This design comes from an exercise in tuning for small area, a short achievable clock period and few clock cycles per item on the open sky130 flow, not from production work. No functional check of the RTL was part of any run shown here.

**flow/run.sh**
```bash
#!/bin/bash
set -euo pipefail
bash standard.sh finish SETUP_SLACK_MARGIN=6.8 > standard.log 2>&1
```
**standard.sh**
```bash
#!/bin/bash
# synth_recipe.tcl (not shown) runs the flow's synth.tcl, then flattens the netlist and writes it again
# the make line also repeats each setting of config.mk as NAME=value (left out here)
make -C /OpenROAD-flow-scripts/flow DESIGN_CONFIG=/design/flow/config.mk WORK_HOME=/design/flow/orfs CLKGATE_MAP_FILE= SYNTH_SCRIPT=/design/flow/synth_recipe.tcl "${@:-finish}"
```
**config.mk**
```make
export PLATFORM = sky130hd
export DESIGN_NAME = decimal_digit_square_root
export DESIGN_NICKNAME = decimal_digit_square_root
export VERILOG_FILES = /design/flow/design.v
export SDC_FILE = /design/flow/constraint.sdc
export NUM_CORES = 4
export LEC_CHECK = 0
export CAP_MARGIN = 20
export CORE_MARGIN = 2
export CORE_UTILIZATION = 40
export PLACE_DENSITY = 0.6
export SLEW_MARGIN = 20
```
**constraint.sdc**
```tcl
create_clock -name core_clock -period 10.0 [get_ports {clk}]
set_input_delay 2.0000 -clock core_clock [delete_from_list [all_inputs] [get_ports {clk}]]
set_output_delay 2.0000 -clock core_clock [all_outputs]
set_load 0.01 [all_outputs]
```
**design.v**
```verilog
`default_nettype none
package dds_pkg;
	localparam int unsigned RAD_W  = 64;
	localparam int unsigned ROOT_W = 32;
endpackage
`default_nettype wire
`default_nettype none
module dds_square (
	input  wire logic [30:0] rem,     
	input  wire logic [29:0] q,       
	input  wire logic [3:0]  bits,    
	output logic      [1:0]  digit,
	output logic      [30:0] rem_n    
);
	logic [35:0] r4;
	logic [35:0] t1;
	logic [35:0] t2;
	logic [35:0] t3;
	logic [35:0] a3;
	logic [35:0] b3;
	logic [35:0] s3;
	logic [35:0] c3;
	logic [36:0] t3w;
	assign r4 = {1'b0, rem, bits};
	assign t1 = r4 - {3'b000, q, 3'b001};
	assign t2 = r4 - {2'b00, q, 4'b0100};
	assign a3 = ~{2'b00, q, 4'b1000};
	assign b3 = ~{3'b000, q, 3'b001};
	assign s3 = r4 ^ a3 ^ b3;
	assign c3 = {(r4[34:0] & a3[34:0]) | (r4[34:0] & b3[34:0]) | (a3[34:0] & b3[34:0]), 1'b1};
	assign t3w = {s3, 1'b1} + {c3, 1'b1};
	assign t3 = t3w[36:1];
	always_comb begin
		if (!t3[35]) begin
			digit = 2'd3;
			rem_n = t3[30:0];
		end else if (!t2[35]) begin
			digit = 2'd2;
			rem_n = t2[30:0];
		end else if (!t1[35]) begin
			digit = 2'd1;
			rem_n = t1[30:0];
		end else begin
			digit = 2'd0;
			rem_n = r4[30:0];
		end
	end
endmodule
`default_nettype wire
`default_nettype none
module decimal_digit_square_root (
	input  wire logic                    clk,
	input  wire logic                    arst_n,
	input  wire logic                    start,
	output logic                         busy,
	input  wire logic signed [dds_pkg::RAD_W-1:0] radicand,
	output logic                         done,
	output logic [dds_pkg::ROOT_W-1:0]   root,
	output logic                         negative_input
);
	logic        busy_q;
	logic        first_q;
	logic        done_q;
	logic        neg_q;
	logic [59:0] x_q;       
	logic [30:0] rem_q;     
	logic [31:0] q_q;       
	logic [3:0]  cnt_q;     
	logic [2:0]  in3;
	logic [1:0]  din;
	logic [1:0]  rin;
	logic        hz;
	logic [3:0]  lo4;
	logic [1:0]  dlo;
	logic [2:0]  rlo;
	logic [1:0]  digit;
	logic [30:0] rem_n;
	assign in3 = radicand[62:60];
	always_comb begin
		if (radicand[63])      din = 2'd0;
		else if (in3[2])       din = 2'd2;
		else if (in3 != 3'd0)  din = 2'd1;
		else                   din = 2'd0;
	end
	assign rin = 2'(in3 - 3'(din * din));
	assign hz  = (q_q[1:0] == 2'd0) && (x_q[59:32] == 28'd0);
	assign lo4 = x_q[31:28];
	always_comb begin
		if (lo4 >= 4'd9)      dlo = 2'd3;
		else if (lo4 >= 4'd4) dlo = 2'd2;
		else if (lo4 >= 4'd1) dlo = 2'd1;
		else                  dlo = 2'd0;
	end
	assign rlo = 3'(lo4 - 4'(dlo * dlo));
	dds_square u_step (
		.rem   (rem_q),
		.q     (q_q[29:0]),
		.bits  (x_q[59:56]),
		.digit (digit),
		.rem_n (rem_n)
	);
	always_ff @(posedge clk or negedge arst_n) begin
		if (!arst_n) begin
			busy_q  <= 1'b0;
			first_q <= 1'b0;
			done_q  <= 1'b0;
		end else begin
			done_q  <= 1'b0;
			first_q <= 1'b0;
			if (!busy_q) begin
				if (start) begin
					if (radicand[63]) begin
						done_q <= 1'b1;
					end else begin
						busy_q  <= 1'b1;
						first_q <= 1'b1;
					end
				end
			end else if (!first_q && cnt_q == 4'd0) begin
				busy_q <= 1'b0;
				done_q <= 1'b1;
			end
		end
	end
	always_ff @(posedge clk) begin
		x_q[3:0] <= radicand[3:0];
		if (!busy_q) begin
			x_q[59:4] <= radicand[59:4];
			neg_q     <= radicand[63];
			rem_q     <= {29'd0, rin};
			q_q       <= {30'd0, din};
		end else if (first_q && hz) begin
			x_q[59:32] <= x_q[27:0];
			rem_q      <= {28'd0, rlo};
			q_q        <= {30'd0, dlo};
			cnt_q      <= 4'd6;
		end else begin
			x_q[59:4] <= x_q[55:0];
			rem_q     <= rem_n;
			q_q       <= {q_q[29:0], digit};
			cnt_q     <= first_q ? 4'd13 : cnt_q - 4'd1;
		end
	end
	assign busy           = busy_q;
	assign done           = done_q;
	assign root           = q_q;
	assign negative_input = neg_q;
endmodule
`default_nettype wire
```
==> parameters.txt, run 1 <==
Parameter                              Value

Run status
  Run status  timing/DRC/antenna clean

Synthesis
  Share of the yosys chip area belonging to registers    between 20% and 30%
  Dominant synthesized flop cell    dfxtp_1
  Xor and xnor area share after synthesis    7.01%
  Mux share of post-synthesis cell area    under 10%
  Synth Area in Compound Gates    between 20% and 30%
  Post-Synthesis Cell Area    ~10000 sq um
  Synthesized netlist net count    around 1.4k
  EDFF count, synth    33
  Instance count of the mapped netlist    1198
  Synth Warn #    2
  Share of async-settable or async-resettable flops after synthesis    under 10%
  Fraction of the mapped netlist area in simple logic gates    approximately 14%
  Post-synthesis adder-cell area fraction    between 10% and 20%
  Number of register bits inferred by synthesis    between 100 and 150
  Post-synthesis cell type count    a little under 80
  Syn_area_per_cell    roughly 8.7 sq um
  Dominant combinational cell family by area after synthesis    compound AO/OA/AOI/OAI gates

Drt
  Average detailed-routed wire length per instance    between 15 and 20 microns
  DRC violations left    0
  Wire length reported by the detailed router    approximately 33 mm
  Pre-antenna DRT Iters    5
  Antenna Violating Nets Remaining    0
  Via-to-Cell Ratio    around 5.7
  Total number of vias    9518
  Number of DRC markers in iteration 0    about 620

Clock tree
  H-Tree Level Count    4
  Clock root buffer    clkbuf_16
  CTS tree    built
  Hold-fix buffers, CTS    0
  TritonCTS Buffers    17
  Skew-Pair Late Insertion Delay    between 0.4 and 0.5 ns
  Register clock-pin slew on the reported worst setup and hold paths    about 0.070 ns
  Max Buffers Root-to-Sink    2
  Number of clock sinks seen by CTS    131

Final layout
  Most common library cell in the layout ignoring fill and taps    nor2_1
  Number of nets in the finished design    1542
  Layout cell share with drive strength beyond 1    22.5%
  Commonest cells after routing, fill and taps aside    nor2_1, a21oi_1, ha_1
  Area overhead of the layout relative to synthesis    33.0%
  Ant diodes    0

STA
  Post-route setup TNS    0 ns
  Final setup violation count    0
  Worst Max-Slew Pin Slew    between 1 and 1.5 ns
  Worst Clk Skew    0.0130 ns
  Worst hold-check slack    roughly 0.51 ns
  Setup repair after global routing missed its margin    true
  Post-route fraction of the period consumed by the critical path    between 30% and 40%
  Final slew viol count    0
  Achievable frequency    between 0.2 and 0.3 GHz
  Final Critical Period    between 3 and 4 ns
  Worst relative slew slack    between 20 and 30%
  Number of hold-slack violations in the final timing report    0

GRT
  First-pass GRT wire length    50.1 mm
  GRT Resource Usage Total    23.8%
  Total global routing overflow    0
  Antenna violations before repair    1
  Largest net degree at the start of global routing    50
  Via count of the first global-routing pass    around 9k

Placement
  Routability Congestion    roughly 0.92
  Placed wire-length estimate    between 20 and 25 mm
  Count of port buffers added during placement    101

Critical path
  Critical path cell sequence    inv_1 -> fa_1 -> inv_1 -> ha_1 -> a21oi_1 -> o21ai_1 -> a31oi_1 -> nor2b_1 -> a311oi_2 -> a21bo_4 -> buf_6 -> buf_8 -> nor2_4 -> a22oi_1 -> o22ai_1
  Cell family with most CP delay    compound AO/OA/AOI/OAI gates
  Critical Path Most Common Cell    inv_1
  Data required, critical path    between 10 and 15 ns
  Setup crit start kind    register
  CP max stage cell    fa_1
  Slowest Stage Delay on Critical Path    about 0.50 ns
  Critical path capture point type    register
  Crit-path max FO    6
  Data arrival time of the critical path    around 3.7 ns
  Crit path buffers/inverters    4
  Crit Path Class    reg2reg

Worst hold path
  Hold WC Path Type    reg2reg

Die
  Number of core rows    58
  Die H    about 170 microns
  Die W    approximately 170 microns
  CORE AREA    25300 sq um
  Number of placed I/O pins    between 100 and 150
  Total Die Area    27200 sq um
  Initial Utilization    between 40% and 50%

Flow run
  Number of maximum-capacitance violations    0
-- flip-flops by register name, indices dropped and copies added (netlist names) --
signal / flops
neg_q: 1
first_q: 1
done_q: 1
busy_q: 1
rem_q: 31
x_q: 60
q_q: 32
cnt_q: 4
-- metal layers --
layer,GRT usage [%],wire length [microns],vias to the layer above
met5,0,13,-
met4,8.22,829,2
met3,3.82,1640,53
met2,38.8,15500,301
met1,32.0,14900,4546
li1,-,-,4616
-- stage by stage --
stage / instances / utilization [%] / worst slack [ns] / instance area (sq um)
after floorplan: 1198 / - / 6.76 / 10400
after global placement: 1596 / 46.2 / 5.93 / 11700
after detailed placement: 1596 / 46.2 / 5.90 / 11700
after CTS: 1656 / 51.5 / 6.63 / 13100
after global routing: 1683 / 54.5 / 6.54 / 13800
final: 1683 / 54.5 / 6.65 / 13800
-- path summary, 6_finish.rpt --
kind                                start        end  slack (ns)  cells past startpoint
worst max-delay path            rem_q[24]  rem_q[25]        6.65                     15
worst min-delay path               q_q[4]     q_q[6]        0.51                      2
worst max register to register  rem_q[24]  rem_q[25]        6.65                     15
worst min register to register     q_q[4]     q_q[6]        0.51                      2
max in group asynchronous          arst_n     busy_q        8.10                      1
min in group asynchronous          arst_n     busy_q        1.74                      1
-- cell families (layout without fill, tap and decap cells) --
kind of cell / Yosys count / count (layout)
AO/OA/AOI/OAI: 374 / 374
XOR/XNOR: 83 / 83
adder cells (fa/ha/maj): 135 / 135
buffers and inverters: 117 / 269
flip-flops: 131 / 131
multiplexers: 43 / 43
AND/OR/NAND/NOR: 315 / 318
-- cell type report --
cell class              count  area [sq um]
clock buffers              17           425
clock inverters            15           150
fillers                  2310         11500
inverters                  79           309
multi-input cells         953          7920
flip-flops and latches    131          3000
well taps                 330           413
repair buffers            158          1590
-- synth_stat cells (all sizes together) (3+ instances only) --
library cell  instances  area (sq um)
clkbuf               21          78.8
nand2b               10          70.1
nor3                 18          95.1
and3                  5          31.3
or2                   4          25.0
ha                  106          1330
xor2                 36           315
o211ai               15           123
a311oi                4          41.3
o22ai                20           125
edfxtp               33           991
or3                   5          31.3
nor2b                 9          56.3
nor4                  9          62.6
o21bai                4          30.0
o21ai                76           380
mux2                 31           349
a211o                 5          43.8
o2111ai               4          35.0
a221oi                4          41.3
nand4                10          62.6
fa                   29           581
o2bb2ai               3          26.3
a2111oi               6          71.3
nand3                20           100
nor2                135           509
nand2                80           300
a31oi                17           113
o21a                 14           105
dfxtp                95          1900
inv                  78           293
mux2i                12           120
buf                  17           103
dfrtp                 3          75.1
o31ai                 6          58.8
xnor2                47           412
a21oi               138           706
a21o                 27           203
a211oi               14           115
-- worst min-delay path: stages, from the launching register on --
cell,delay [ns]
dfxtp_2,0.33
inv_4,0.08
nor2_1,0.05
-- timing repair --
action / 4_1_cts / 5_1_grt
cloned: 2 / 3
hold endpoints to repair: 0 / 0
setup endpoints to repair: 68 / 34
buffers inserted: 26 / 24
pin swaps: 44 / 63
gates resized for setup: 167 / 106
==> run 2: changes to the inputs <==
==> design.v (replaced) <==
`default_nettype none
package dds_pkg;
	localparam int unsigned RAD_W  = 64;
	localparam int unsigned ROOT_W = 32;
endpackage
`default_nettype wire
`default_nettype none
module dds_square (
	input  wire logic [31:0] rem,     
	input  wire logic [30:0] q,       
	input  wire logic [1:0]  bits,    
	output logic             digit,
	output logic      [31:0] rem_n    
);
	logic [34:0] r2;
	logic [34:0] t;
	assign r2 = {1'b0, rem, bits};
	assign t  = r2 - {2'b00, q, 2'b01};
	assign digit = !t[34];
	assign rem_n = t[34] ? r2[31:0] : t[31:0];
endmodule
`default_nettype wire
`default_nettype none
module decimal_digit_square_root (
	input  wire logic                    clk,
	input  wire logic                    arst_n,
	input  wire logic                    start,
	output logic                         busy,
	input  wire logic signed [dds_pkg::RAD_W-1:0] radicand,
	output logic                         done,
	output logic [dds_pkg::ROOT_W-1:0]   root,
	output logic                         negative_input
);
	logic        busy_q;
	logic        first_q;
	logic        done_q;
	logic        neg_q;
	logic [61:0] x_q;       
	logic [31:0] rem_q;     
	logic [31:0] q_q;       
	logic [4:0]  cnt_q;     
	logic        hz;
	logic [1:0]  lo2;
	logic        digit;
	logic [31:0] rem_n;
	assign hz  = !q_q[0] && (x_q[61:32] == 30'd0);
	assign lo2 = x_q[31:30];
	dds_square u_step (
		.rem   (rem_q),
		.q     (q_q[30:0]),
		.bits  (x_q[61:60]),
		.digit (digit),
		.rem_n (rem_n)
	);
	always_ff @(posedge clk or negedge arst_n) begin
		if (!arst_n) begin
			busy_q  <= 1'b0;
			first_q <= 1'b0;
			done_q  <= 1'b0;
		end else begin
			done_q  <= 1'b0;
			first_q <= 1'b0;
			if (!busy_q) begin
				if (start) begin
					if (radicand[63]) begin
						done_q <= 1'b1;
					end else begin
						busy_q  <= 1'b1;
						first_q <= 1'b1;
					end
				end
			end else if (!first_q && cnt_q == 5'd0) begin
				busy_q <= 1'b0;
				done_q <= 1'b1;
			end
		end
	end
	always_ff @(posedge clk) begin
		x_q[1:0] <= radicand[1:0];
		if (!busy_q) begin
			x_q[61:2] <= radicand[61:2];
			neg_q     <= radicand[63];
			rem_q     <= '0;
			q_q       <= {31'd0, radicand[62] & !radicand[63]};
		end else if (first_q && hz) begin
			x_q[61:32] <= x_q[29:0];
			rem_q      <= {30'd0, lo2[1] & lo2[0], lo2[1] & !lo2[0]};
			q_q        <= {31'd0, lo2 != 2'd0};
			cnt_q      <= 5'd14;
		end else begin
			x_q[61:2] <= x_q[59:0];
			rem_q     <= rem_n;
			q_q       <= {q_q[30:0], digit};
			cnt_q     <= first_q ? 5'd29 : cnt_q - 5'd1;
		end
	end
	assign busy           = busy_q;
	assign done           = done_q;
	assign root           = q_q;
	assign negative_input = neg_q;
endmodule
`default_nettype wire
==> flow/run.sh (replaced) <==
#!/bin/bash
set -euo pipefail
bash standard.sh finish SETUP_SLACK_MARGIN=7.5 > standard.log 2>&1
==> run 2 against run 1 <==
Net effect:
- area after synthesis down 36%
- first-iteration DRC count shrank 61%
- maximum frequency is 11% higher
- clock-buffer cell count up 1
- routed wire length shrank 50%
- non-clock buffer count down 17
- critical path depth shrank 14
- cell count decreased by 39%
- still clean
- highest routed layer is now met4
- global-route usage is 5.3 points lower
- setup slack better by 0.34 ns
- via count is 44% lower
==> parameters.txt, run 2 <==
Parameter                              Value

GRT
  Largest net degree at the start of global routing    60 (+20%)
  Total global routing overflow    0 (unchanged)
  First-pass GRT wire length    26.0 mm (-48%)
  GRT Resource Usage Total    18.5% (-5.3 points)
  Via count of the first global-routing pass    5369 (-42%)
  Antenna violations before repair    0 (-1)

Critical path
  Data arrival time of the critical path    1.01 ns (-2.68 ns)
  CP max stage cell    dfrtp_4
  Crit path depth    1 (-14)
  Crit path buffers/inverters    1 (-3)
  Critical path cell sequence    buf_6
  Data required, critical path    8.00 ns (-2.34 ns)
  R2r worst-path depth    12 (-3)
  R2r setup slk    7.37 ns (+0.72 ns)
  Setup crit start kind    register
  Critical R2R Capture    rem_q[23]
  Critical path capture point type    output pin
  Crit-path max FO    2 (-4)
  Cell family with most CP delay    flip-flops
  Crit Path Class    reg2out
  Launching point of the worst reg2reg path    q_q[4]
  Slowest Stage Delay on Critical Path    0.47 ns (-0.03 ns)

Final layout
  Final non-filler cell area    9350 sq um (-32%)
  Number of nets in the finished design    909 (-41%)
  Most flop-heavy register    x_q
  Final-layout fill cell count    1366 (-41%)
  Layout cell share with drive strength beyond 1    30.9% (+8.3 points)
  Commonest cells after routing, fill and taps aside    nor2_1, a21oi_1, dfxtp_1
  Ant diodes    0 (unchanged)
  Area overhead of the layout relative to synthesis    41.6%
  Largest registers    x_q: 62 flops, q_q: 32 flops, rem_q: 32 flops
  Max FFs per register    62 (+3.3%)
  Fraction of the core area covered by cells at the end of the flow    58.5% (+4.0 points)
  Most common library cell in the layout ignoring fill and taps    nor2_1

Drt
  Wire length reported by the detailed router    16.6 mm (-50%)
  Average detailed-routed wire length per instance    16.0 microns (-18%)
  Via-to-Cell Ratio    5.17 (-8.6%)
  DRC violations left    0 (unchanged)
  Number of DRC markers in iteration 0    246 (-61%)
  Antenna Violating Nets Remaining    0 (unchanged)
  Total number of vias    5349 (-44%)
  Pre-antenna DRT Iters    4 (-1)

STA
  Achievable frequency    0.332 GHz (+11%)
  Post-route setup TNS    0 ns (unchanged)
  Post-route fraction of the period consumed by the critical path    30.1% (-3.4 points)
  Worst Clk Skew    0.0104 ns (-0.00265 ns)
  Setup repair after global routing missed its margin    true
  Number of hold-slack violations in the final timing report    0 (unchanged)
  Worst relative slew slack    57.5% (+32 points)
  Final Critical Period    3.01 ns (-0.335 ns)
  Final setup violation count    0 (unchanged)
  Worst hold-check slack    0.471 ns (-0.0357 ns)
  Worst Max-Slew Pin Slew    0.638 ns (-0.473 ns)
  Final slew viol count    0 (unchanged)

Clock tree
  Hold-fix buffers, CTS    0 (unchanged)
  Register clock-pin slew on the reported worst setup and hold paths    0.06 ns (about the same)
  Skew-Pair Late Insertion Delay    0.42 ns (-0.02 ns)
  Max Buffers Root-to-Sink    2 (unchanged)
  Clock root buffer    clkbuf_16
  CTS tree    built
  TritonCTS Buffers    17 (unchanged)
  Number of clock sinks seen by CTS    135 (+3.1%)
  H-Tree Level Count    4 (unchanged)

Synthesis
  Share of async-settable or async-resettable flops after synthesis    2.22% (-0.068 points)
  Cell with the most instances after synthesis    nor2_1
  Instance count of the mapped netlist    679 (-43%)
  Yosys top cell area share    29.1% (+11 points)
  Most area-hungry cell type in the Yosys netlist    dfxtp_1
  Synth Warn #    1 (-1)
  Post-Synthesis Cell Area    6610 sq um (-36%)
  Number of register bits inferred by synthesis    135 (+3.1%)
  Ranking of synthesized cells by area    dfxtp_1, edfxtp_1, a21oi_1, ha_1, nor2_1
  Commonest cells in the synthesized netlist    nor2_1, dfxtp_1, a21oi_1, inv_1, edfxtp_1
  Post-synthesis cell type count    57 (-26%)
  Dominant synthesized flop cell    dfxtp_1
  Syn_area_per_cell    9.73 sq um (+12%)
  Synthesized netlist net count    781 (-44%)
  EDFF count, synth    36 (+9.1%)
  Share of the yosys chip area belonging to registers    46.6% (+18 points)

Placement
  Count of port buffers added during placement    101 (unchanged)
  Area after detailed placement    7810 sq um (-33%)
  Placed wire-length estimate    10.9 mm (-51%)
  Routability Congestion    0.862 (-6.3%)

Die
  Die H    133 microns (-20%)
  CORE AREA    16000 sq um (-37%)
  Initial Utilization    41.3% (+0.32 points)
  Number of core rows    46 (-21%)
  Die W    133 microns (-20%)
  Total Die Area    17600 sq um (-36%)
  Number of placed I/O pins    102 (unchanged)

Flow run
  Number of maximum-capacitance violations    0 (unchanged)

Worst hold path
  Hold WC Path Type    reg2reg
  Startpoint of the lowest-slack hold path    q_q[10]
  Worst hold path endpoint    q_q[11]
  Hold path depth    2 (unchanged)

Run status
  Run status  timing/DRC/antenna clean
==> run 2: cells by family after synthesis <==
group | share of synthesized area [%]
AOI/OAI and AO/OA | 17.6
and+or+nand+nor | 11.9
DFF | 46.6
buffers and inverters | 4.64
muxes | 8.29
adders and majority gates | 6.63
xor gates and xnor gates | 4.37
==> run 2: timing repair <==
| item | CTS | global route |
|---|---|---|
| gates resized for setup | 258 | 58 |
| hold endpoints to repair | 0 | 0 |
| buffers inserted | 16 | 16 |
| endpoints found under the setup margin | 101 | 103 |
| pin swaps | 25 | 34 |
| cloned | 1 | 3 |
==> run 2: cell type report <==
type / instances / area, sq um / area share (%)
Inverter: 42 / 163 / 1.74
Multi-Input combinational cell: 470 / 3680 / 39.4
Clock inverter: 13 / 195 / 2.09
Timing Repair Buffer: 141 / 1490 / 15.9
Sequential cell: 135 / 3130 / 33.4
Tap cell: 216 / 270 / 2.89
Clock buffer: 18 / 429 / 4.59
==> run 2: worst min-delay path: cells and delay by family (launching register included) <==
kind	cells	cell delay, ns
flip-flops	1	0.32
buffers and inverters	1	0.07
AND/OR/NAND/NOR	1	0.04
==> run 2: worst max path at each step <==
stage                end  slack, ns   start
2_1_floorplan  rem_q[23]       7.49  q_q[2]
3_3_place_gp        busy       6.63  busy_q
3_5_place_dp   rem_q[28]       6.56  q_q[0]
4_1_cts             busy       6.96  busy_q
5_1_grt             busy       6.95  busy_q
6_report            busy       6.99  busy_q
==> run 2: through the flow <==
stage               instances  setup slack, ns
global route             1035             6.95
global placement          968             6.63
floorplan                 679             7.49
detailed placement        968             6.56
CTS                      1016             6.96
finish                   1035             6.99
==> run 2: metal layers <==
| layer | global-route usage (%) | vias to the layer above | wire, microns |
|---|---|---|---|
| met3 | 5.63 | 21 | 824 |
| li1 | - | 2650 | - |
| met5 | 0 | - | 0 |
| met4 | 6.03 | 0 | 252 |
| met2 | 31.8 | 120 | 8280 |
| met1 | 22.2 | 2558 | 7210 |

==> afterwards: timing with drivers on the ports <==
In the flow no input, the clock included, has a driving cell. The finished layouts below were timed again as built, in two steps. Step 1: set_driving_cell puts a clkbuf_16 on clk and a buf_2 on each other input, an assumption about the parent block. Step 2 adds t to the input delays and takes it off the output delays; t is the mean of the earliest and latest rising clock arrival at the registers after step 1. Input paths then give back, and output paths get back, about the clock's delay inside the block. Three values: ideal ports, drivers, drivers and shift; two values: the first two.
| run | shift t [ns] | setup slack, ns | worst setup path at the end | latest minus earliest clock arrival (ns) |
|---|---|---|---|---|
| run 1 | 0.485 | 6.651 / 6.651 / 6.320 | input to register | 0.013 / 0.013 |
| run 2 | 0.461 | 6.986 / 6.942 / 7.051 | input to register | 0.010 / 0.011 |
After both steps setup and hold are still met in every run listed. The setup slack of run 1, which loses most, moves by 0.000 ns with the drivers and by -0.331 ns with both steps.
